What follows belongs to an exercise in optimizing a design on an open flow for small area, a short achievable clock period and few clock cycles per item; a production flow would make more cautious choices.
At most, simulation tests tie the RTL to the original design; equivalence was not proved.
No functional check of the RTL was part of runs 1 and 2.
Power and IR drop assume default switching activity.

`flow/run.sh`:
```
#!/bin/bash
# synth_recipe.tcl (not shown) runs the flow's synth.tcl, then flattens the netlist and writes it again
# the make line also repeats each setting of config.mk as NAME=value (left out here)
make -C /OpenROAD-flow-scripts/flow DESIGN_CONFIG=/design/flow/config.mk WORK_HOME=/design/flow/orfs CLKGATE_MAP_FILE= SYNTH_SCRIPT=/design/flow/synth_recipe.tcl finish
```
`flow/config.mk`:
```
export PLATFORM = sky130hd
export DESIGN_NAME = shortest_remaining_time_scheduler
export DESIGN_NICKNAME = shortest_remaining_time_scheduler
export VERILOG_FILES = /design/flow/design.v
export SDC_FILE = /design/flow/constraint.sdc
export NUM_CORES = 4
export LEC_CHECK = 0
export CAP_MARGIN = 20
export CORE_MARGIN = 2
export CORE_UTILIZATION = 40
export SETUP_SLACK_MARGIN = 5
export SLEW_MARGIN = 20
```
`flow/constraint.sdc`:
```
create_clock -name core_clock -period 10.0 [get_ports {clk}]
set_input_delay 2.0000 -clock core_clock [delete_from_list [all_inputs] [get_ports {clk}]]
set_output_delay 2.0000 -clock core_clock [all_outputs]
set_load 0.01 [all_outputs]
```
`flow/design.v`:
```
package srtf_pkg;
  localparam int MAX_JOBS = 16;
  localparam int IDX_W    = $clog2(MAX_JOBS);
  localparam int TIME_W   = 16;
  localparam int PC_W     = 5;
  localparam int SUM_W    = 32;
  localparam logic [PC_W-1:0] PC_RESET = PC_W'(16);
  localparam logic [PC_W-1:0] DONE_MAX = '1;
  typedef struct packed {
    logic              operation;
    logic [3:0]        slot;
    logic [TIME_W-1:0] arrival_time;
    logic [TIME_W-1:0] burst_length;
  } in_item_t;
  typedef struct packed {
    logic              ran;
    logic [3:0]        running_slot;
    logic              completed;
    logic [TIME_W-1:0] end_time;
    logic [TIME_W-1:0] wait_time;
    logic [TIME_W-1:0] turnaround_time;
    logic              all_done;
    logic [SUM_W-1:0]  total_wait;
    logic [SUM_W-1:0]  total_turnaround;
  } out_item_t;
  typedef struct packed {
    logic                ran;
    logic                comp;
    logic                clr;        
    logic                all_done;
    logic [TIME_W-1:0]   t1;
    logic [MAX_JOBS-1:0] oh;         
  } step_t;
  typedef struct packed {
    logic              ran;
    logic [3:0]        slot;
    logic              comp;
    logic              clr;
    logic              all_done;
    logic [TIME_W-1:0] end_time;
    logic [TIME_W-1:0] wait_time;
    logic [TIME_W-1:0] turn_time;
  } times_t;
endpackage
module srtf_table (
  input  logic                                          clk,
  input  logic                                          load_go,
  input  logic [srtf_pkg::IDX_W-1:0]                    load_slot,
  input  logic [srtf_pkg::TIME_W-1:0]                   load_arr,
  input  logic [srtf_pkg::TIME_W-1:0]                   load_burst,
  input  logic [srtf_pkg::TIME_W-1:0]                   now_next,
  output logic [srtf_pkg::MAX_JOBS-1:0]                 arrived,
  input  logic [srtf_pkg::MAX_JOBS-1:0]                 rd_oh,
  output logic [srtf_pkg::TIME_W-1:0]                   rd_arr,
  output logic [srtf_pkg::TIME_W:0]                     rd_need
);
  localparam int N  = srtf_pkg::MAX_JOBS;
  localparam int TW = srtf_pkg::TIME_W;
  logic [N-1:0][TW-1:0] arr;
  logic [N-1:0][TW:0]   need;
  logic [N-1:0][TW-1:0] arr_next;
  logic [TW:0]          load_need;
  assign load_need = {1'b0, load_arr} + {1'b0, load_burst};
  always_comb begin
    for (int j = 0; j < N; j++) begin
      arr_next[j] = (load_go && load_slot == j) ? load_arr : arr[j];
    end
  end
  always_ff @(posedge clk) begin
    for (int j = 0; j < N; j++) begin
      if (load_go && load_slot == j) begin
        arr[j]  <= load_arr;
        need[j] <= load_need;
      end
      arrived[j] <= (arr_next[j] == now_next) | (arrived[j] & ~load_go);
    end
  end
  always_comb begin
    rd_arr  = '0;
    rd_need = '0;
    for (int j = 0; j < N; j++) begin
      rd_arr  = rd_arr  | (arr[j]  & {TW{rd_oh[j]}});
      rd_need = rd_need | (need[j] & {(TW+1){rd_oh[j]}});
    end
  end
endmodule
module srtf_pick (
  input  logic [srtf_pkg::MAX_JOBS-1:0]                       cand,
  input  logic [srtf_pkg::MAX_JOBS*srtf_pkg::MAX_JOBS-1:0]    ord,
  output logic [srtf_pkg::MAX_JOBS-1:0]                       win
);
  localparam int N = srtf_pkg::MAX_JOBS;
  always_comb begin
    for (int j = 0; j < N; j++) begin
      win[j] = cand[j];
      for (int i = 0; i < N; i++) begin
        if (i < j) begin
          win[j] = win[j] & (~cand[i] | ~ord[i*N+j]);
        end else if (i > j) begin
          win[j] = win[j] & (~cand[i] | ord[j*N+i]);
        end
      end
    end
  end
endmodule
module shortest_remaining_time_scheduler (
  input  logic                          clk,
  input  logic                          rst,
  input  logic                          in_valid,
  output logic                          in_ready,
  input  srtf_pkg::in_item_t            in_data,
  output logic                          out_valid,
  input  logic                          out_ready,
  output srtf_pkg::out_item_t           out_data,
  input  logic                          cfg_valid,
  output logic                          cfg_ready,
  input  logic [srtf_pkg::PC_W-1:0]     cfg_data
);
  localparam int N  = srtf_pkg::MAX_JOBS;
  localparam int TW = srtf_pkg::TIME_W;
  localparam int SW = srtf_pkg::SUM_W;
  logic               a_valid, s_valid, a_take;
  srtf_pkg::in_item_t a_item, s_item, a_next;
  logic               fire;
  assign cfg_ready = 1'b1;
  assign in_ready  = !s_valid;
  assign a_take    = fire || !a_valid;
  assign a_next    = a_take ? (s_valid ? s_item : in_data) : a_item;
  always_ff @(posedge clk) begin
    if (rst) begin
      a_valid  <= 1'b0;
      s_valid  <= 1'b0;
    end else begin
      if (a_take) begin
        a_valid <= s_valid || in_valid;
        s_valid <= 1'b0;
      end else if (in_valid && !s_valid) begin
        s_valid <= 1'b1;
      end
    end
    a_item <= a_next;
    if (!a_take && !s_valid) begin
      s_item <= in_data;
    end
  end
  logic [srtf_pkg::PC_W-1:0] pc;
  logic [srtf_pkg::PC_W-1:0] done;
  logic [TW-1:0]             now;
  logic                      held_valid;
  logic [N-1:0]              held_oh;       
  logic [TW-1:0]             held_rem;
  logic [N-1:0][TW-1:0]      rem;           
  logic [N-1:0]              alive;         
  logic [N-1:0]              arrived;
  logic [N*N-1:0]            ord;           
  logic                      c_valid, d_valid;
  srtf_pkg::step_t           c_q, c_in;
  srtf_pkg::times_t          d_q, d_in;
  logic                      adv;
  assign adv = !out_valid || out_ready;
  logic               a_load, a_tick, run_over, flush;
  logic               load_go, tick_go;
  logic [N-1:0]       lim, cand, win, lt, le, chosen, one, load_dec, wr_row;
  logic [TW-1:0]      rem_c, t1, now_next, new_rem;
  logic               any, preempt, switch_job, run, comp, one_c, release_held;
  logic               keep_held;
  logic [srtf_pkg::PC_W-1:0] done_inc;
  assign a_load   = a_valid && !a_item.operation;
  assign a_tick   = a_valid &&  a_item.operation;
  assign run_over = done >= pc;
  assign flush    = a_load && held_valid;
  assign fire     = a_valid && (!c_valid || adv) && !flush;
  assign load_go  = fire && a_load;
  assign tick_go  = fire && a_tick && !run_over;
  always_comb begin
    for (int j = 0; j < N; j++) begin
      lim[j]      = pc[4] || (4'(j) < pc[3:0]);
      lt[j]       = rem[j] <  held_rem;
      le[j]       = rem[j] <= held_rem;
      one[j]      = rem[j] == TW'(1);
      load_dec[j] = a_item.slot == 4'(j);
    end
  end
  assign cand = alive & arrived & lim & ~held_oh;
  srtf_pick u_pick (
    .cand (cand),
    .ord  (ord),
    .win  (win)
  );
  always_comb begin
    rem_c = '0;
    for (int j = 0; j < N; j++) begin
      rem_c = rem_c | (rem[j] & {TW{win[j]}});
    end
  end
  assign any          = |cand;
  assign preempt      = held_valid && |(cand & lt);
  assign switch_job   = held_valid ? preempt : any;
  assign run          = held_valid || any;
  assign chosen       = switch_job ? win : held_oh;
  assign one_c        = |(win & one);
  assign comp         = run && (switch_job ? one_c : (held_rem == TW'(1)));
  assign release_held = (tick_go && preempt) || flush;
  assign wr_row       = (held_oh & {N{release_held}}) | (load_dec & {N{load_go}});
  assign t1           = (now == '1) ? now : now + 1'b1;
  assign now_next     = load_go ? '0 : (tick_go ? t1 : now);
  assign done_inc     = (done == srtf_pkg::DONE_MAX) ? done : done + 1'b1;
  always_ff @(posedge clk) begin
    if (rst) begin
      pc         <= srtf_pkg::PC_RESET;
      done       <= '0;
      now        <= '0;
      held_valid <= 1'b0;
      held_oh    <= '0;
      alive      <= '0;
    end else begin
      if (cfg_valid) begin
        pc <= cfg_data;
      end
      now <= now_next;
      if (load_go) begin
        done <= '0;
        for (int j = 0; j < N; j++) begin
          if (load_dec[j]) begin
            alive[j] <= a_item.burst_length != '0;
          end
        end
      end else if (tick_go) begin
        if (run) begin
          if (comp) begin
            alive      <= alive & ~chosen;
            held_valid <= 1'b0;
            held_oh    <= '0;
            done       <= done_inc;
          end else begin
            held_valid <= 1'b1;
            held_oh    <= chosen;
          end
        end
      end else if (flush) begin
        held_valid <= 1'b0;
        held_oh    <= '0;
      end
    end
  end
  assign new_rem   = switch_job ? rem_c - 1'b1 : held_rem - 1'b1;
  assign keep_held = held_valid && !tick_go && !flush;
  always_ff @(posedge clk) begin
    if (tick_go && run && !comp) begin
      held_rem <= new_rem;
    end else if (!keep_held) begin
      held_rem <= a_next.burst_length;
    end
    for (int j = 0; j < N; j++) begin
      if (load_go && load_dec[j]) begin
        rem[j] <= a_item.burst_length;
      end else if (release_held && held_oh[j]) begin
        rem[j] <= held_rem;
      end
    end
    for (int i = 0; i < N; i++) begin
      for (int j = 0; j <= i; j++) begin
        ord[i*N+j] <= 1'b0;
      end
      for (int j = i + 1; j < N; j++) begin
        if (wr_row[j]) begin
          ord[i*N+j] <= le[i];
        end else if (wr_row[i]) begin
          ord[i*N+j] <= ~lt[j];
        end
      end
    end
  end
  always_comb begin
    c_in.ran      = a_tick && !run_over && run;
    c_in.comp     = a_tick && !run_over && comp;
    c_in.clr      = a_load;
    c_in.t1       = t1;
    c_in.oh       = chosen;
    if (a_load) begin
      c_in.all_done = pc == '0;
    end else if (run_over) begin
      c_in.all_done = 1'b1;
    end else begin
      c_in.all_done = comp ? (done_inc >= pc) : 1'b0;
    end
  end
  logic [TW-1:0] rd_arr;
  logic [TW:0]   rd_need;
  logic [3:0]    c_slot;
  srtf_table u_table (
    .clk        (clk),
    .load_go    (load_go),
    .load_slot  (a_item.slot),
    .load_arr   (a_item.arrival_time),
    .load_burst (a_item.burst_length),
    .now_next   (now_next),
    .arrived    (arrived),
    .rd_oh      (c_q.oh),
    .rd_arr     (rd_arr),
    .rd_need    (rd_need)
  );
  always_comb begin
    c_slot = '0;
    for (int j = 0; j < N; j++) begin
      if (c_q.oh[j]) begin
        c_slot = c_slot | 4'(j);
      end
    end
    d_in.ran       = c_q.ran;
    d_in.slot      = c_q.ran ? c_slot : '0;
    d_in.comp      = c_q.comp;
    d_in.clr       = c_q.clr;
    d_in.all_done  = c_q.all_done;
    d_in.end_time  = '0;
    d_in.wait_time = '0;
    d_in.turn_time = '0;
    if (c_q.comp) begin
      d_in.end_time  = c_q.t1;
      d_in.wait_time = ({1'b0, c_q.t1} >= rd_need) ? TW'({1'b0, c_q.t1} - rd_need) : '0;
      d_in.turn_time = (c_q.t1 >= rd_arr) ? c_q.t1 - rd_arr : '0;
    end
  end
  always_ff @(posedge clk) begin
    if (rst) begin
      c_valid <= 1'b0;
      d_valid <= 1'b0;
    end else begin
      if (adv) begin
        c_valid <= fire;
        d_valid <= c_valid;
      end else if (fire) begin
        c_valid <= 1'b1;
      end
    end
    if (fire) begin
      c_q <= c_in;
    end
    if (adv) begin
      d_q <= d_in;
    end
  end
  logic [SW:0] wait_add, turn_add;
  assign wait_add = {1'b0, out_data.total_wait}       + (SW + 1)'(d_q.wait_time);
  assign turn_add = {1'b0, out_data.total_turnaround} + (SW + 1)'(d_q.turn_time);
  always_ff @(posedge clk) begin
    if (rst) begin
      out_valid <= 1'b0;
    end else if (adv) begin
      out_valid <= d_valid;
    end
    if (rst) begin
      out_data.total_wait       <= '0;
      out_data.total_turnaround <= '0;
    end else if (adv && d_valid) begin
      if (d_q.clr) begin
        out_data.total_wait       <= '0;
        out_data.total_turnaround <= '0;
      end else begin
        out_data.total_wait       <= wait_add[SW] ? '1 : wait_add[SW-1:0];
        out_data.total_turnaround <= turn_add[SW] ? '1 : turn_add[SW-1:0];
      end
    end
    if (adv && d_valid) begin
      out_data.ran             <= d_q.ran;
      out_data.running_slot    <= d_q.slot;
      out_data.completed       <= d_q.comp;
      out_data.end_time        <= d_q.end_time;
      out_data.wait_time       <= d_q.wait_time;
      out_data.turnaround_time <= d_q.turn_time;
      out_data.all_done        <= d_q.all_done;
    end
  end
endmodule
```
==> impl_metrics.csv, run 1 <==
group,metric,value,unit
status,outcome,"timing/DRC/antenna clean",
final_layout,nets,6995,
timing,hold_violations,0,
floorplan,die-width,412.4,um
timing,post-route-period-util,51.02,%
detailed_routing,routed_wl,273.3,mm
cts,clk_path_buf_depth,3,
yosys,ys_seq_elements,1285,
timing,finalClockSkew,0.07216,ns
timing,slew_viol_final,0,
cts,clock-sinks,1285,
power_and_ir_drop,p_per_area,195.6,nW/um2
worst_setup_path,cp_data_arrival_time,5.64,ns
final_layout,drive_gt1_share,13.16,%
power_and_ir_drop,internal-power,0.01050,W
detailed_routing,vias,57020,
global_routing,grt_max_degree,77,
yosys,syn_avg_cell_area,10.45,um2
floorplan,io_pins,169,
yosys,synth_seq_area_share,51.59,%
worst_setup_path,start_kind,"flip-flop",
detailed_routing,wl_per_cell,30.70,um
yosys,synth-warning-count,3,
final_layout,area_growth,16.45,%
cts,numCtsBuffers,143,
yosys,synth_area_leader_cell,"edfxtp_1",
floorplan,die_y,412.4,um
cts,holdBufCountCts,0,
power_and_ir_drop,clkPwrFrac,36.1,%
worst_setup_path,cp-end-kind,"flip-flop",
worst_setup_path,startpoint,"pc[1]",
floorplan,dieArea,170100,um2
placed_design,io_buffer_count,167,
detailed_routing,dr.pass1.iters,7,
min_path,hold_start,"d_q[53]",
worst_setup_path,cp_max_fo,15,
floorplan,core,165400,um2
yosys,synthTopCellsByArea,"edfxtp_1 (39%), dfxtp_1 (12%), ha_1 (6.6%)",
detailed_routing,final_antenna_net_count,0,
floorplan,start_util,40.35,%
detailed_routing,dr.first_iter.drc_count,9104,
yosys,synth_flop_cell,"edfxtp_1",
yosys,syn_nets,6785,
global_routing,grtUsageTotal,31.21,%
timing,setup_viol,0,
power_and_ir_drop,p_seq_share,44.0,%
timing,rsz0062_at_grt,"true",
global_routing,gr-total-overflow,0,
power_and_ir_drop,p_leak,29.64,nW
yosys,yosys.area.top_type_share,39.11,%
yosys,synth-async-reset-ratio,0,%
global_routing,first_global_vias,53000,
detailed_routing,drc_errors,0,
timing,relSlewSlack,17.80,%
cts,cts_tree,"built",
placed_design,placed_cells,8548,
cts,cts.clk_slew.worst_paths,0.06,ns
yosys,synth.most_common_cell,"nand2_1",
global_routing,grt_pass1_wl,383.3,mm
yosys,ys_types,113,
final_layout,fin_util,46.99,%
timing,setup_tns,0,ns
cts,htreeDepth,4,
yosys,synth_common_cells,"nand2_1 (1013), edfxtp_1 (869), dfxtp_1 (416), o21ai_0 (383), ha_1 (350)",
floorplan,rows,149,
global_routing,antenna_found_initial,13,
worst_setup_path,r2r_start,"pc[1]",
cts,worstSkewPairLatency,0.82,ns
power_and_ir_drop,p_switching,0.004699,W
yosys,synth_area,66720,um2
power_and_ir_drop,comb_power_share,19.9,%
worst_setup_path,critical_path_class,"reg -> reg",
timing,max_freq,196.0,MHz
placed_design,hpwl,186.5,mm
final_layout,instances_no_fill,8902,
run,maxCapViolations,0,
worst_setup_path,cp.required,10.54,ns
cts,cts-root-buf,"clkbuf_16",
min_path,hold_class,"reg -> reg",
worst_setup_path,reg2reg_setup_slack,4.90,ns
yosys,synth_enable_flop_cells,869,
power_and_ir_drop,vdd_drop_max,192.7,uV
yosys,syn_inst,6383,
timing,finalCriticalPeriod,5.102,ns
detailed_routing,routed_via_density,6.405,
timing,worstMarginPinSlew,1.227,ns
power_and_ir_drop,p_sw_share,30.92,%
placed_design,place.gp.congestion,1.040,
==> power groups by stage <==
stage,Sequential [W],Combinational (W),Clock [W]
floorplan,0.00654,0.00181,0
detailed placement,0.00676,0.00282,0
global route,0.00669,0.00320,0.00571
CTS,0.00665,0.00287,0.00552
finish,0.00668,0.00303,0.00549
global placement,0.00676,0.00276,0
==> flip-flops by register name, indices dropped and copies added (netlist names) <==
name	cells
d_valid	1
d_q	56
s_valid	1
u_table.arrived	16
held_oh	16
c_q	36
alive	16
rem	256
s_item	37
pc	5
u_table.need	272
out_valid	1
now	16
c_valid	1
done	5
held_valid	1
held_rem	16
out_data	119
ord	120
a_item	37
a_valid	1
u_table.arr	256
==> metrics by stage <==
stage	cell area, um2	worst slack, ns	hold WS [ns]	power [W]
final	77700	4.898	0.4188	0.01520
after floorplan	66750	5.002	0.4003	0.008350
after global placement	71230	2.700	0.4025	0.009519
after global routing	77690	4.938	0.4238	0.01561
after detailed placement	71260	2.624	0.4062	0.009581
after CTS	76970	4.977	0.4205	0.01504
==> layer usage <==
layer	part of all wire, %	track usage, %
met1	39	42.60
met2	42	45.51
met3	13	8.338
met4	5.9	15.54
met5	0.014	0
==> critical path: stages (launching register included) <==
cell      delay (ns)
dfxtp_2         0.45
nor4_4          0.47
nor2_2          0.17
buf_4           0.22
a222oi_1        0.50
nand3_1         0.58
nor4_1          0.64
a311oi_1        0.15
o2111a_1        0.22
a32o_4          0.44
nor2b_4         0.17
buf_12          0.17
buf_4           0.14
nor2b_1         0.13
a221o_1         0.35
==> layout make-up <==
cell class | instances | area, um2
tap | 2189 | 2739
clock inverter | 68 | 775.7
clock buffer | 194 | 4059
antenna | 3 | 7.507
timing repair buffer | 440 | 4101
inverter | 176 | 778.2
multi-input combinational | 4545 | 30790
timing repair inverter | 2 | 15.01
fill | 15170 | 87670
sequential | 1285 | 34430
==> logic make-up (layout without fill, tap and decap cells) <==
group / count (synthesis) / in the layout / synth area share [%]
flops: 1285 / 1285 / 51.59
buf+inv: 559 / 880 / 3.385
compound gates: 1543 / 1543 / 15.53
mux: 202 / 202 / 3.347
xor+xnor: 348 / 348 / 4.568
fa+ha+maj: 355 / 355 / 6.713
other cells: 1 / 4 / 0.005620
simple gates: 2090 / 2096 / 14.86
==> worst paths after layout <==
path	endpoint	cells past startpoint
hold / removal	out_data[116]	0
hold reg to reg	out_data[116]	0
setup reg to reg	held_rem[13]	14
setup / recovery	held_rem[13]	14
==> timing repair <==
item	CTS	global route
cloned	7	3
endpoints found under the setup margin	864	451
pin swaps	13	13
gates resized for setup	121	95
buffers inserted	43	34
==> placed cells by master (no fill, tap or decap), types with 19 or more instances in the layout <==
cell type and count:
nand2_1 1006, edfxtp_1 869, dfxtp_1 409, o21ai_0 380, ha_1 350, a21oi_1 327
a22oi_1 276, nor2_1 252, xnor2_1 242, buf_4 225, clkdlybuf4s50_1 166, mux2_2 165
clkbuf_16 150, inv_1 143, nor3_1 141, nand3_1 129, nand4_1 123, nor4_1 104
xor2_1 95, a221oi_1 71, a22o_1 60, a21o_1 57, o21a_1 40, a211oi_1 40
and2_1 38, mux2i_1 33, nand2b_1 30, and3_1 29, clkbuf_1 28, nor2b_1 26
and4_1 26, clkinv_1 22, nor2_2 21, nor2_4 21, clkinvlp_4 20, or3_1 20
a222oi_1 20, clkinv_2 20, a31oi_1 19
==> run 2: changes to the inputs <==
--- a/flow/design.v
+++ b/flow/design.v
@@ -50,6 +50,7 @@
   input  logic [srtf_pkg::TIME_W-1:0]                   load_burst,
   input  logic [srtf_pkg::TIME_W-1:0]                   now_next,
   output logic [srtf_pkg::MAX_JOBS-1:0]                 arrived,
+  output logic [srtf_pkg::MAX_JOBS-1:0]                 arrived_next,
   input  logic [srtf_pkg::MAX_JOBS-1:0]                 rd_oh,
   output logic [srtf_pkg::TIME_W-1:0]                   rd_arr,
   output logic [srtf_pkg::TIME_W:0]                     rd_need
@@ -64,6 +65,7 @@
   always_comb begin
     for (int j = 0; j < N; j++) begin
       arr_next[j] = (load_go && load_slot == j) ? load_arr : arr[j];
+      arrived_next[j] = (arr_next[j] == now_next) | (arrived[j] & ~load_go);
     end
   end
   always_ff @(posedge clk) begin
@@ -72,7 +74,7 @@
         arr[j]  <= load_arr;
         need[j] <= load_need;
       end
-      arrived[j] <= (arr_next[j] == now_next) | (arrived[j] & ~load_go);
+      arrived[j] <= arrived_next[j];
     end
   end
   always_comb begin
@@ -151,7 +153,10 @@
   logic [TW-1:0]             held_rem;
   logic [N-1:0][TW-1:0]      rem;           
   logic [N-1:0]              alive;         
-  logic [N-1:0]              arrived;
+  logic [N-1:0]              arrived, arrived_next;
+  logic [N-1:0]              alive_next, lim_next;
+  logic [srtf_pkg::PC_W-1:0] pc_next;
+  logic [N-1:0]              base;          
   logic [N*N-1:0]            ord;           
   logic                      c_valid, d_valid;
   srtf_pkg::step_t           c_q, c_in;
@@ -160,7 +165,7 @@
   assign adv = !out_valid || out_ready;
   logic               a_load, a_tick, run_over, flush;
   logic               load_go, tick_go;
-  logic [N-1:0]       lim, cand, win, lt, le, chosen, one, load_dec, wr_row;
+  logic [N-1:0]       cand, win, lt, le, chosen, one, load_dec, wr_row;
   logic [TW-1:0]      rem_c, t1, now_next, new_rem;
   logic               any, preempt, switch_job, run, comp, one_c, release_held;
   logic               keep_held;
@@ -174,14 +179,14 @@
   assign tick_go  = fire && a_tick && !run_over;
   always_comb begin
     for (int j = 0; j < N; j++) begin
-      lim[j]      = pc[4] || (4'(j) < pc[3:0]);
+      lim_next[j] = pc_next[4] || (4'(j) < pc_next[3:0]);
       lt[j]       = rem[j] <  held_rem;
       le[j]       = rem[j] <= held_rem;
       one[j]      = rem[j] == TW'(1);
       load_dec[j] = a_item.slot == 4'(j);
     end
   end
-  assign cand = alive & arrived & lim & ~held_oh;
+  assign cand = base & ~held_oh;
   srtf_pick u_pick (
     .cand (cand),
     .ord  (ord),
@@ -205,6 +210,19 @@
   assign t1           = (now == '1) ? now : now + 1'b1;
   assign now_next     = load_go ? '0 : (tick_go ? t1 : now);
   assign done_inc     = (done == srtf_pkg::DONE_MAX) ? done : done + 1'b1;
+  assign pc_next      = cfg_valid ? cfg_data : pc;
+  always_comb begin
+    alive_next = alive;
+    if (load_go) begin
+      for (int j = 0; j < N; j++) begin
+        if (load_dec[j]) begin
+          alive_next[j] = held_rem != '0;
+        end
+      end
+    end else if (tick_go && run && comp) begin
+      alive_next = alive & ~chosen;
+    end
+  end
   always_ff @(posedge clk) begin
     if (rst) begin
       pc         <= srtf_pkg::PC_RESET;
@@ -213,22 +231,17 @@
       held_valid <= 1'b0;
       held_oh    <= '0;
       alive      <= '0;
+      base       <= '0;
     end else begin
-      if (cfg_valid) begin
-        pc <= cfg_data;
-      end
-      now <= now_next;
+      pc    <= pc_next;
+      now   <= now_next;
+      alive <= alive_next;
+      base  <= alive_next & arrived_next & lim_next;
       if (load_go) begin
         done <= '0;
-        for (int j = 0; j < N; j++) begin
-          if (load_dec[j]) begin
-            alive[j] <= a_item.burst_length != '0;
-          end
-        end
       end else if (tick_go) begin
         if (run) begin
           if (comp) begin
-            alive      <= alive & ~chosen;
             held_valid <= 1'b0;
             held_oh    <= '0;
             done       <= done_inc;
@@ -252,9 +265,7 @@
       held_rem <= a_next.burst_length;
     end
     for (int j = 0; j < N; j++) begin
-      if (load_go && load_dec[j]) begin
-        rem[j] <= a_item.burst_length;
-      end else if (release_held && held_oh[j]) begin
+      if (wr_row[j]) begin
         rem[j] <= held_rem;
       end
     end
@@ -296,6 +307,7 @@
     .load_burst (a_item.burst_length),
     .now_next   (now_next),
     .arrived    (arrived),
+    .arrived_next (arrived_next),
     .rd_oh      (c_q.oh),
     .rd_arr     (rd_arr),
     .rd_need    (rd_need)
==> flow/flow/run.sh (new file) <==
#!/bin/bash
set -uo pipefail
MARGIN=$(cat flow/margin.txt)
sed -E "s/SETUP_SLACK_MARGIN=[0-9.]+/SETUP_SLACK_MARGIN=${MARGIN}/" standard.sh > standard_margin.sh
grep -q "SETUP_SLACK_MARGIN=${MARGIN} " standard_margin.sh || { echo "margin not set" >&2; exit 1; }
bash standard_margin.sh > flow_make.log 2>&1
==> flow/flow/margin.txt (new file) <==
6.5
==> flow/standard.sh (new file) <==
#!/bin/bash
# synth_recipe.tcl (not shown) runs the flow's synth.tcl, then flattens the netlist and writes it again
# the make line also repeats each setting of config.mk as NAME=value (left out here)
make -C /OpenROAD-flow-scripts/flow DESIGN_CONFIG=/design/flow/config.mk WORK_HOME=/design/flow/orfs CLKGATE_MAP_FILE= SYNTH_SCRIPT=/design/flow/synth_recipe.tcl "${@:-finish}"
removed: flow/run.sh
==> impl_metrics.csv, run 2 <==
group,metric,value,unit
worst_setup_path,r2r_start,"held_rem[15]",
timing,finalCriticalPeriod,4.555,ns
yosys,synth_area_leader_cell,"edfxtp_1",
timing,setup_tns,0,ns
global_routing,antenna_found_initial,8,
final_layout,drive_gt1_share,30.61,%
worst_setup_path,path_cells,"buf_12 -> clkinvlp_4 -> buf_6 -> buf_4 -> ha_1 -> nand2_1 -> nor3_1 -> a21oi_1 -> o22ai_2 -> a2bb2oi_1 -> and4_4 -> buf_6 -> a21oi_4 -> or2_4 -> buf_6 -> a31oi_4 -> buf_6 -> buf_12 -> mux2i_2",
floorplan,die-width,410.8,um
final_layout,largest-register,"u_table.need",
worst_setup_path,critical_path_depth,19,
cts,numCtsBuffers,149,
yosys,ys_seq_elements,1301,
power_and_ir_drop,p_per_area,189.6,nW/um2
power_and_ir_drop,comb_power_share,26.3,%
cts,htreeDepth,4,
min_path,holdPathStages,0,
worst_setup_path,slowest_delay,0.45,ns
run,maxCapViolations,0,
detailed_routing,routed_via_density,6.496,
yosys,ys_types,116,
yosys,synth.most_common_cell,"edfxtp_1",
min_path,hold_class,"reg -> reg",
global_routing,grt_max_degree,64,
timing,setup_viol,0,
yosys,synth-warning-count,3,
cts,clock-sinks,1301,
placed_design,io_buffer_count,167,
worst_setup_path,cp_data_arrival_time,5.21,ns
power_and_ir_drop,totalPowerFinal,0.01690,W
power_and_ir_drop,clkPwrFrac,33.8,%
final_layout,largest_reg_flops,272,
floorplan,dieArea,168700,um2
worst_setup_path,cpLargestDelayFamily,"compound AO/OA/AOI/OAI gates",
yosys,synth_seq_area_share,52.49,%
detailed_routing,final_antenna_net_count,0,
detailed_routing,dr.pass1.iters,8,
cts,cts-root-buf,"clkbuf_16",
yosys,synth-async-reset-ratio,0,%
yosys,synth_common_cells,"edfxtp_1 (869), nand2_1 (689), dfxtp_1 (432), ha_1 (350), nor2_1 (295)",
yosys,syn_inst,5898,
global_routing,gr-total-overflow,0,
power_and_ir_drop,p_switching,0.005471,W
final_layout,area_growth,34.67,%
timing,slew_viol_final,0,
yosys,synth_flop_cell,"edfxtp_1",
yosys,yosys.area.top_type_share,39.42,%
timing,rsz0062_at_grt,"true",
cts,clk_path_buf_depth,3,
final_layout,nets,7139,
timing,finalClockSkew,0.04535,ns
detailed_routing,dr.first_iter.drc_count,9299,
worst_setup_path,cp_max_fo,5,
status,outcome,"timing/DRC/antenna clean",
cts,holdBufCountCts,0,
final_layout,reg_top3,"u_table.need: 272 flops, rem: 256 flops, u_table.arr: 256 flops",
floorplan,io_pins,169,
worst_setup_path,reg2reg_depth,19,
yosys,synth_area,66190,um2
final_layout,layout_commonest_cell,"edfxtp_1",
power_and_ir_drop,vdd_drop_max,205.0,uV
cts,worstSkewPairLatency,0.84,ns
final_layout,fin_util,54.15,%
worst_setup_path,cp-end-kind,"flip-flop",
worst_setup_path,start_kind,"flip-flop",
worst_setup_path,worst_path_max_delay_cell,"o22ai_2",
yosys,syn_nets,6300,
placed_design,hpwl,187.2,mm
yosys,synthTopCellsByArea,"edfxtp_1 (39%), dfxtp_1 (13%), ha_1 (6.6%)",
cts,cts.clk_slew.worst_paths,0.06,ns
min_path,hold_start,"d_q[43]",
timing,worstMarginPinSlew,1.312,ns
worst_setup_path,startpoint,"held_rem[15]",
cts,cts_tree,"built",
floorplan,die_y,410.8,um
floorplan,rows,149,
worst_setup_path,critical_path_class,"reg -> reg",
global_routing,grt_pass1_wl,416.4,mm
yosys,synth_enable_flop_cells,869,
worst_setup_path,crit_top_cell,"buf_6",
final_layout,final_cell_mix,"edfxtp_1 (869), nand2_1 (541), buf_4 (426)",
detailed_routing,drc_errors,0,
detailed_routing,wl_per_cell,33.87,um
power_and_ir_drop,p_leak,34.46,nW
power_and_ir_drop,p_seq_share,39.9,%
timing,hold_violations,0,
timing,relSlewSlack,12.53,%
global_routing,first_global_vias,55200,
floorplan,start_util,40.21,%
timing,post-route-period-util,45.55,%
floorplan,core,164600,um2
global_routing,grtUsageTotal,34.57,%
placed_design,place.gp.congestion,1.032,
yosys,syn_avg_cell_area,11.22,um2
power_and_ir_drop,p_sw_share,32.37,%
power_and_ir_drop,internal-power,0.01143,W
detailed_routing,routed_wl,306.6,mm
detailed_routing,vias,58790,
final_layout,fillers,13690,
worst_setup_path,worst-path-buf-inv,8,
timing,max_freq,219.5,MHz
worst_setup_path,cp.required,10.65,ns
-- run 2: changes by cell type after synthesis, moves of 49 or more --
cell      previous run  this run
a22oi_1            277       228
nand2_1           1013       689
nand3b_1            10        85
xnor2_1            251       201
clkbuf_1           282       151
o21ai_0            383       127
-- run 2: worst reg2reg max path: cells and delay by family (launching register included) --
family,cells,cell delay [ns]
compound gates,5,1.30
buf+inv,8,1.26
simple gates,4,0.95
flops,1,0.37
fa+ha+maj,1,0.30
mux,1,0.22
-- run 2: power groups by stage --
stage	registers (W)	clock network (W)	logic, W
after floorplan	0.00670	0	0.00203
after global placement	0.00681	0	0.00315
after detailed placement	0.00681	0	0.00319
after CTS	0.00672	0.00573	0.00392
after global routing	0.00676	0.00593	0.00462
final	0.00675	0.00571	0.00445
-- run 2: repair_timing --
item | CTS | global route
hold endpoints to repair | 0 | 0
endpoints found under the setup margin | 1504 | 886
pin swaps | 196 | 211
setup buffers | 390 | 186
gates resized for setup | 1190 | 435
cloned | 66 | 17
-- run 2: final timing paths --
kind	end	slack, ns
max	ord[18]	5.45
min	out_data[108]	0.42
max reg2reg	ord[18]	5.45
min reg2reg	out_data[108]	0.42
-- run 2: final cells by class --
type	instances	area (um2)	share of cell area, %
Timing Repair Buffer	962	11370	12.75
Inverter	178	1037	1.164
Clock inverter	73	875.8	0.9826
Antenna cell	1	2.502	0.002807
Multi-Input combinational cell	4127	33810	37.93
Sequential cell	1301	34830	39.07
Timing Repair inverter	18	265.3	0.2976
Tap cell	2189	2739	3.073
Clock buffer	202	4215	4.729
-- run 2: cells by family (layout without fill, tap and decap cells) --
| group | after synthesis | after routing | synth area share [%] |
|---|---|---|---|
| AND/OR/NAND/NOR | 1911 | 1917 | 14.95 |
| AO/OA/AOI/OAI | 1307 | 1314 | 14.64 |
| flip-flops | 1301 | 1301 | 52.49 |
| buffers and inverters | 483 | 1433 | 3.249 |
| adder cells (fa/ha/maj) | 355 | 355 | 6.767 |
| XOR/XNOR | 319 | 319 | 4.221 |
| multiplexers | 221 | 221 | 3.678 |
| other | 1 | 2 | 0.005665 |
-- run 2: metrics by stage --
step                area (um2)  hold slack (ns)  std cells  setup WS [ns]
floorplan                67770           0.4003       5898          5.566
global placement         71360           0.4042       8114          3.216
detailed placement       71410           0.4045       8116          3.200
CTS                      85140           0.4189       8847          5.618
global route             89140           0.4248       9050          5.508
finish                   89140           0.4167       9051          5.445
-- run 2: routing by layer --
| layer | vias to the layer above | share of wire, % | GRT usage, % |
|---|---|---|---|
| met5 | - | 0.0072 | 0 |
| met3 | 1248 | 13 | 10.70 |
| li1 | 24220 | - | - |
| met1 | 28990 | 37 | 43.62 |
| met2 | 4337 | 42 | 50.53 |
| met4 | 4 | 8.6 | 23.74 |
==> run 3: changes to the inputs <==
--- a/flow/design.v
+++ b/flow/design.v
@@ -50,7 +50,6 @@
   input  logic [srtf_pkg::TIME_W-1:0]                   load_burst,
   input  logic [srtf_pkg::TIME_W-1:0]                   now_next,
   output logic [srtf_pkg::MAX_JOBS-1:0]                 arrived,
-  output logic [srtf_pkg::MAX_JOBS-1:0]                 arrived_next,
   input  logic [srtf_pkg::MAX_JOBS-1:0]                 rd_oh,
   output logic [srtf_pkg::TIME_W-1:0]                   rd_arr,
   output logic [srtf_pkg::TIME_W:0]                     rd_need
@@ -65,7 +64,6 @@
   always_comb begin
     for (int j = 0; j < N; j++) begin
       arr_next[j] = (load_go && load_slot == j) ? load_arr : arr[j];
-      arrived_next[j] = (arr_next[j] == now_next) | (arrived[j] & ~load_go);
     end
   end
   always_ff @(posedge clk) begin
@@ -74,7 +72,7 @@
         arr[j]  <= load_arr;
         need[j] <= load_need;
       end
-      arrived[j] <= arrived_next[j];
+      arrived[j] <= (arr_next[j] == now_next) | (arrived[j] & ~load_go);
     end
   end
   always_comb begin
@@ -121,28 +119,19 @@
   localparam int N  = srtf_pkg::MAX_JOBS;
   localparam int TW = srtf_pkg::TIME_W;
   localparam int SW = srtf_pkg::SUM_W;
-  logic               a_valid, s_valid, a_take;
-  srtf_pkg::in_item_t a_item, s_item, a_next;
+  logic               a_valid;
+  srtf_pkg::in_item_t a_item;
   logic               fire;
   assign cfg_ready = 1'b1;
-  assign in_ready  = !s_valid;
-  assign a_take    = fire || !a_valid;
-  assign a_next    = a_take ? (s_valid ? s_item : in_data) : a_item;
+  assign in_ready  = !a_valid || fire;
   always_ff @(posedge clk) begin
     if (rst) begin
-      a_valid  <= 1'b0;
-      s_valid  <= 1'b0;
-    end else begin
-      if (a_take) begin
-        a_valid <= s_valid || in_valid;
-        s_valid <= 1'b0;
-      end else if (in_valid && !s_valid) begin
-        s_valid <= 1'b1;
-      end
+      a_valid <= 1'b0;
+    end else if (in_ready) begin
+      a_valid <= in_valid;
     end
-    a_item <= a_next;
-    if (!a_take && !s_valid) begin
-      s_item <= in_data;
+    if (in_ready) begin
+      a_item <= in_data;
     end
   end
   logic [srtf_pkg::PC_W-1:0] pc;
@@ -153,40 +142,38 @@
   logic [TW-1:0]             held_rem;
   logic [N-1:0][TW-1:0]      rem;           
   logic [N-1:0]              alive;         
-  logic [N-1:0]              arrived, arrived_next;
-  logic [N-1:0]              alive_next, lim_next;
-  logic [srtf_pkg::PC_W-1:0] pc_next;
-  logic [N-1:0]              base;          
+  logic [N-1:0]              arrived;
   logic [N*N-1:0]            ord;           
-  logic                      c_valid, d_valid;
-  srtf_pkg::step_t           c_q, c_in;
+  logic                      c_valid, cs_valid, d_valid;
+  srtf_pkg::step_t           c_q, cs_q, c_in;
   srtf_pkg::times_t          d_q, d_in;
   logic                      adv;
   assign adv = !out_valid || out_ready;
   logic               a_load, a_tick, run_over, flush;
   logic               load_go, tick_go;
-  logic [N-1:0]       cand, win, lt, le, chosen, one, load_dec, wr_row;
-  logic [TW-1:0]      rem_c, t1, now_next, new_rem;
+  logic [N-1:0]       lim, cand, win, lt, le, chosen, one, load_dec, wr_row;
+  logic [TW-1:0]      xcmp, rem_c, t1, now_next;
   logic               any, preempt, switch_job, run, comp, one_c, release_held;
-  logic               keep_held;
   logic [srtf_pkg::PC_W-1:0] done_inc;
   assign a_load   = a_valid && !a_item.operation;
   assign a_tick   = a_valid &&  a_item.operation;
   assign run_over = done >= pc;
   assign flush    = a_load && held_valid;
-  assign fire     = a_valid && (!c_valid || adv) && !flush;
+  assign fire     = a_valid && !cs_valid &&
+                    !(a_load && (held_valid || (c_valid && c_q.comp)));
   assign load_go  = fire && a_load;
   assign tick_go  = fire && a_tick && !run_over;
+  assign xcmp = (a_load && !held_valid) ? a_item.burst_length : held_rem;
   always_comb begin
     for (int j = 0; j < N; j++) begin
-      lim_next[j] = pc_next[4] || (4'(j) < pc_next[3:0]);
-      lt[j]       = rem[j] <  held_rem;
-      le[j]       = rem[j] <= held_rem;
+      lim[j]      = pc[4] || (4'(j) < pc[3:0]);
+      lt[j]       = rem[j] <  xcmp;
+      le[j]       = rem[j] <= xcmp;
       one[j]      = rem[j] == TW'(1);
       load_dec[j] = a_item.slot == 4'(j);
     end
   end
-  assign cand = base & ~held_oh;
+  assign cand = alive & arrived & lim & ~held_oh;
   srtf_pick u_pick (
     .cand (cand),
     .ord  (ord),
@@ -210,19 +197,6 @@
   assign t1           = (now == '1) ? now : now + 1'b1;
   assign now_next     = load_go ? '0 : (tick_go ? t1 : now);
   assign done_inc     = (done == srtf_pkg::DONE_MAX) ? done : done + 1'b1;
-  assign pc_next      = cfg_valid ? cfg_data : pc;
-  always_comb begin
-    alive_next = alive;
-    if (load_go) begin
-      for (int j = 0; j < N; j++) begin
-        if (load_dec[j]) begin
-          alive_next[j] = held_rem != '0;
-        end
-      end
-    end else if (tick_go && run && comp) begin
-      alive_next = alive & ~chosen;
-    end
-  end
   always_ff @(posedge clk) begin
     if (rst) begin
       pc         <= srtf_pkg::PC_RESET;
@@ -231,17 +205,22 @@
       held_valid <= 1'b0;
       held_oh    <= '0;
       alive      <= '0;
-      base       <= '0;
     end else begin
-      pc    <= pc_next;
-      now   <= now_next;
-      alive <= alive_next;
-      base  <= alive_next & arrived_next & lim_next;
+      if (cfg_valid) begin
+        pc <= cfg_data;
+      end
+      now <= now_next;
       if (load_go) begin
         done <= '0;
+        for (int j = 0; j < N; j++) begin
+          if (load_dec[j]) begin
+            alive[j] <= a_item.burst_length != '0;
+          end
+        end
       end else if (tick_go) begin
         if (run) begin
           if (comp) begin
+            alive      <= alive & ~chosen;
             held_valid <= 1'b0;
             held_oh    <= '0;
             done       <= done_inc;
@@ -256,16 +235,14 @@
       end
     end
   end
-  assign new_rem   = switch_job ? rem_c - 1'b1 : held_rem - 1'b1;
-  assign keep_held = held_valid && !tick_go && !flush;
   always_ff @(posedge clk) begin
-    if (tick_go && run && !comp) begin
-      held_rem <= new_rem;
-    end else if (!keep_held) begin
-      held_rem <= a_next.burst_length;
+    if (tick_go && run) begin
+      held_rem <= switch_job ? rem_c - 1'b1 : held_rem - 1'b1;
     end
     for (int j = 0; j < N; j++) begin
-      if (wr_row[j]) begin
+      if (load_go && load_dec[j]) begin
+        rem[j] <= a_item.burst_length;
+      end else if (release_held && held_oh[j]) begin
         rem[j] <= held_rem;
       end
     end
@@ -307,7 +284,6 @@
     .load_burst (a_item.burst_length),
     .now_next   (now_next),
     .arrived    (arrived),
-    .arrived_next (arrived_next),
     .rd_oh      (c_q.oh),
     .rd_arr     (rd_arr),
     .rd_need    (rd_need)
@@ -335,21 +311,23 @@
   end
   always_ff @(posedge clk) begin
     if (rst) begin
-      c_valid <= 1'b0;
-      d_valid <= 1'b0;
+      c_valid  <= 1'b0;
+      cs_valid <= 1'b0;
+      d_valid  <= 1'b0;
     end else begin
       if (adv) begin
-        c_valid <= fire;
-        d_valid <= c_valid;
+        c_valid  <= cs_valid || fire;
+        cs_valid <= 1'b0;
+        d_valid  <= c_valid;
       end else if (fire) begin
-        c_valid <= 1'b1;
+        cs_valid <= 1'b1;
       end
     end
-    if (fire) begin
-      c_q <= c_in;
-    end
     if (adv) begin
+      c_q <= cs_valid ? cs_q : c_in;
       d_q <= d_in;
+    end else if (fire) begin
+      cs_q <= c_in;
     end
   end
   logic [SW:0] wait_add, turn_add;
==> flow/run.sh (new file) <==
#!/bin/bash
# synth_recipe.tcl (not shown) runs the flow's synth.tcl, then flattens the netlist and writes it again
# the make line also repeats each setting of config.mk as NAME=value (left out here)
make -C /OpenROAD-flow-scripts/flow DESIGN_CONFIG=/design/flow/config.mk WORK_HOME=/design/flow/orfs CLKGATE_MAP_FILE= SYNTH_SCRIPT=/design/flow/synth_recipe.tcl finish
--- a/flow/config.mk
+++ b/flow/config.mk
@@ -8,5 +8,4 @@
 export CAP_MARGIN = 20
 export CORE_MARGIN = 2
 export CORE_UTILIZATION = 40
-export SETUP_SLACK_MARGIN = 5
 export SLEW_MARGIN = 20
removed: flow/flow/run.sh
removed: flow/flow/margin.txt
removed: flow/standard.sh
==> impl_metrics.csv, run 3 <==
group,metric,value,unit
detailed_routing,dr.first_iter.drc_count,8556,
yosys,synth_area,67650,um2
placed_design,io_buffer_count,167,
yosys,synth_common_cells,"nand2_1 (1404), edfxtp_1 (884), dfxtp_1 (400), ha_1 (350), a21oi_1 (295)",
power_and_ir_drop,p_per_area,178.6,nW/um2
power_and_ir_drop,internal-power,0.009957,W
final_layout,reg_top3,"u_table.need: 272 flops, rem: 256 flops, u_table.arr: 256 flops",
worst_setup_path,cp_data_arrival_time,9.05,ns
worst_setup_path,start_kind,"flip-flop",
yosys,synth.most_common_cell,"nand2_1",
cts,clock-sinks,1284,
cts,cts-root-buf,"clkbuf_16",
power_and_ir_drop,p_leak,31.43,nW
detailed_routing,routed_via_density,6.360,
timing,rsz0062_at_grt,"false",
cts,cts_tree,"built",
yosys,synth_enable_flop_cells,884,
final_layout,largest_reg_flops,272,
worst_setup_path,r2r_start,"held_valid",
timing,setup_viol,0,
detailed_routing,vias,58690,
detailed_routing,routed_wl,322.5,mm
cts,worstSkewPairLatency,0.83,ns
cts,ctsResizeCount,0,
power_and_ir_drop,p_switching,0.003941,W
final_layout,layout_commonest_cell,"nand2_1",
yosys,ys_types,104,
detailed_routing,wl_per_cell,34.95,um
run,maxCapViolations,0,
detailed_routing,final_antenna_net_count,0,
worst_setup_path,worst_path_max_delay_cell,"mux2i_2",
power_and_ir_drop,vdd_drop_max,191.0,uV
worst_setup_path,critical_path_class,"reg -> reg",
yosys,synth_flop_cell,"edfxtp_1",
yosys,synthTopCellsByArea,"edfxtp_1 (39%), dfxtp_1 (12%), nand2_1 (7.8%)",
timing,finalClockSkew,0.06865,ns
final_layout,nets,7293,
cts,cts_setup_buffers,0,
timing,post-route-period-util,83.85,%
final_layout,final_cell_mix,"nand2_1 (1403), edfxtp_1 (884), dfxtp_1 (399)",
power_and_ir_drop,p_seq_share,45.8,%
timing,relSlewSlack,16.64,%
yosys,syn_avg_cell_area,10.10,um2
timing,setup_tns,0,ns
placed_design,place.gp.congestion,1.083,
status,outcome,"timing/DRC/antenna clean",
floorplan,start_util,40.36,%
timing,worstMarginPinSlew,1.226,ns
yosys,yosys.area.top_type_share,39.24,%
cts,htreeDepth,4,
final_layout,largest-register,"u_table.need",
yosys,synth-warning-count,3,
placed_design,post-place-ws,1.783,ns
floorplan,die_y,415.2,um
floorplan,core,167600,um2
placed_design,hpwl,229.3,mm
min_path,hold_start,"d_q[47]",
cts,clk_path_buf_depth,3,
global_routing,grt_max_degree,81,
worst_setup_path,cp-end-kind,"flip-flop",
floorplan,io_pins,169,
floorplan,dieArea,172400,um2
global_routing,antenna_found_initial,11,
min_path,hold_class,"reg -> reg",
timing,slew_viol_final,0,
yosys,synth_area_leader_cell,"edfxtp_1",
worst_setup_path,path_cells,"nor3b_2 -> buf_4 -> mux2i_2 -> buf_4 -> ha_1 -> a21oi_1 -> a21oi_1 -> a2111oi_0 -> o211ai_1 -> o2111ai_1 -> nor4_1 -> o21ai_1 -> and2_1 -> a21oi_1 -> buf_4 -> inv_1 -> nor4_1 -> buf_4 -> a21oi_1",
timing,max_freq,119.3,MHz
timing,hold_violations,0,
yosys,synth_seq_area_share,51.08,%
global_routing,grtUsageTotal,36.37,%
yosys,ys_seq_elements,1284,
cts,numCtsBuffers,148,
worst_setup_path,startpoint,"held_valid",
yosys,synth-async-reset-ratio,0,%
final_layout,area_growth,15.04,%
worst_setup_path,cp.required,10.66,ns
global_routing,grt_pass1_wl,440.9,mm
timing,finalCriticalPeriod,8.385,ns
detailed_routing,dr.pass1.iters,7,
final_layout,drive_gt1_share,11.59,%
timing,setup_ws,1.615,ns
yosys,syn_nets,7101,
global_routing,first_global_vias,55120,
timing,whs,0.4042,ns
worst_setup_path,cp_max_fo,21,
power_and_ir_drop,clkPwrFrac,40.5,%
cts,cts.clk_slew.worst_paths,0.06,ns
worst_setup_path,slowest_delay,1.03,ns
yosys,syn_inst,6699,
final_layout,instances_no_fill,9228,
power_and_ir_drop,comb_power_share,13.7,%
cts,holdBufCountCts,0,
power_and_ir_drop,totalPowerFinal,0.01390,W
floorplan,rows,150,
floorplan,die-width,415.2,um
power_and_ir_drop,p_sw_share,28.36,%
global_routing,gr-total-overflow,0,
placed_design,placed_cells,8943,
detailed_routing,drc_errors,0,
## run 3: power by group through the flow
stage          Sequential (W)  Clock [W]  Combinational, W
6_report              0.00637    0.00563           0.00190
3_3_place_gp          0.00645          0           0.00181
2_1_floorplan         0.00630          0           0.00116
4_1_cts               0.00635    0.00566           0.00184
5_1_grt               0.00638    0.00585           0.00201
3_5_place_dp          0.00646          0           0.00183
## run 3: layout make-up
type | instances | area [um2]
Timing Repair Buffer | 437 | 3710
Antenna cell | 8 | 20.02
Tap cell | 2204 | 2758
Clock buffer | 195 | 3988
Sequential cell | 1284 | 34550
Multi-Input combinational cell | 4750 | 30790
Clock inverter | 80 | 984.7
Inverter | 270 | 1013
Fill cell | 15610 | 89780
## run 3: worst paths after layout
| kind | end | slack [ns] | depth (start not counted) |
|---|---|---|---|
| max | ord[36] | 1.61 | 19 |
| min | out_data[112] | 0.40 | 0 |
| max reg2reg | ord[36] | 1.61 | 19 |
| min reg2reg | out_data[112] | 0.40 | 0 |
## run 3: cell families after synthesis
| group | share of synthesized area (%) |
|---|---|
| and+or+nand+nor | 17.40 |
| other | 0.005544 |
| DFF | 51.08 |
| adders and majority gates | 6.622 |
| buffers and inverters | 3.943 |
| muxes | 3.335 |
| AOI/OAI and AO/OA | 13.12 |
| xor gates and xnor gates | 4.493 |
## run 3: per-layer routing
layer  GRT usage, %  wire [um]  share of wire, %  up-vias
met5              0         53             0.016        -
met4          22.49      24130               7.5        8
met3          9.449      35500                11      937
met2          54.27     137600                43     4072
met1          47.07     125200                39    28790
li1               -          -                 -    24880
## run 3: through the flow
step	utilization, %	cell area, um2
after floorplan	-	67650
after global placement	43.40	72740
after CTS	46.38	77730
after global routing	46.43	77810
final	46.43	77820
after detailed placement	43.41	72760
## run 3: critical path: cells and delay by family (launching register included)
kind,cells,cell delay [ns]
AO/OA/AOI/OAI,8,2.78
buffers and inverters,5,2.25
AND/OR/NAND/NOR,4,1.30
multiplexers,1,1.03
flip-flops,1,0.49
adder cells (fa/ha/maj),1,0.29
Testbench counts of run 3, summed over its fixed seeds: cycles 9,896, items 9,864.

-- port drivers added, routing unchanged --
The flow's constraints put no driver on any port. The routed layouts listed below were extracted and timed again, unchanged, in two steps. Step 1 (the two cells are an assumption about what drives the block):
set clk [get_ports {clk}]
set_driving_cell -lib_cell sky130_fd_sc_hd__clkbuf_16 $clk
set_driving_cell -lib_cell sky130_fd_sc_hd__buf_2 [delete_from_list [all_inputs] $clk]
Step 2 adds t to the input delays and takes it off the output delays; t is the mean of the earliest and latest rising clock arrival at the registers after step 1. Input paths then give back, and output paths get back, about the clock's delay inside the block. a / b / c = no drivers / after step 1 / after step 2; a / b = the first two.
run | shift t [ns] | setup WS [ns] | slew at the worst register clock pin (ns)
run 1 | 0.875 | 4.898 / 4.898 / 4.271 | 0.07 / 0.07
run 2 | 0.896 | 5.445 / 5.445 / 4.619 | 0.07 / 0.07
run 3 | 0.883 | 1.615 / 1.615 / 1.615 | 0.07 / 0.07
After both steps every run listed still meets setup and hold. The setup slack of run 2, which loses most, moves by 0.000 ns with the drivers and by -0.826 ns with both steps.
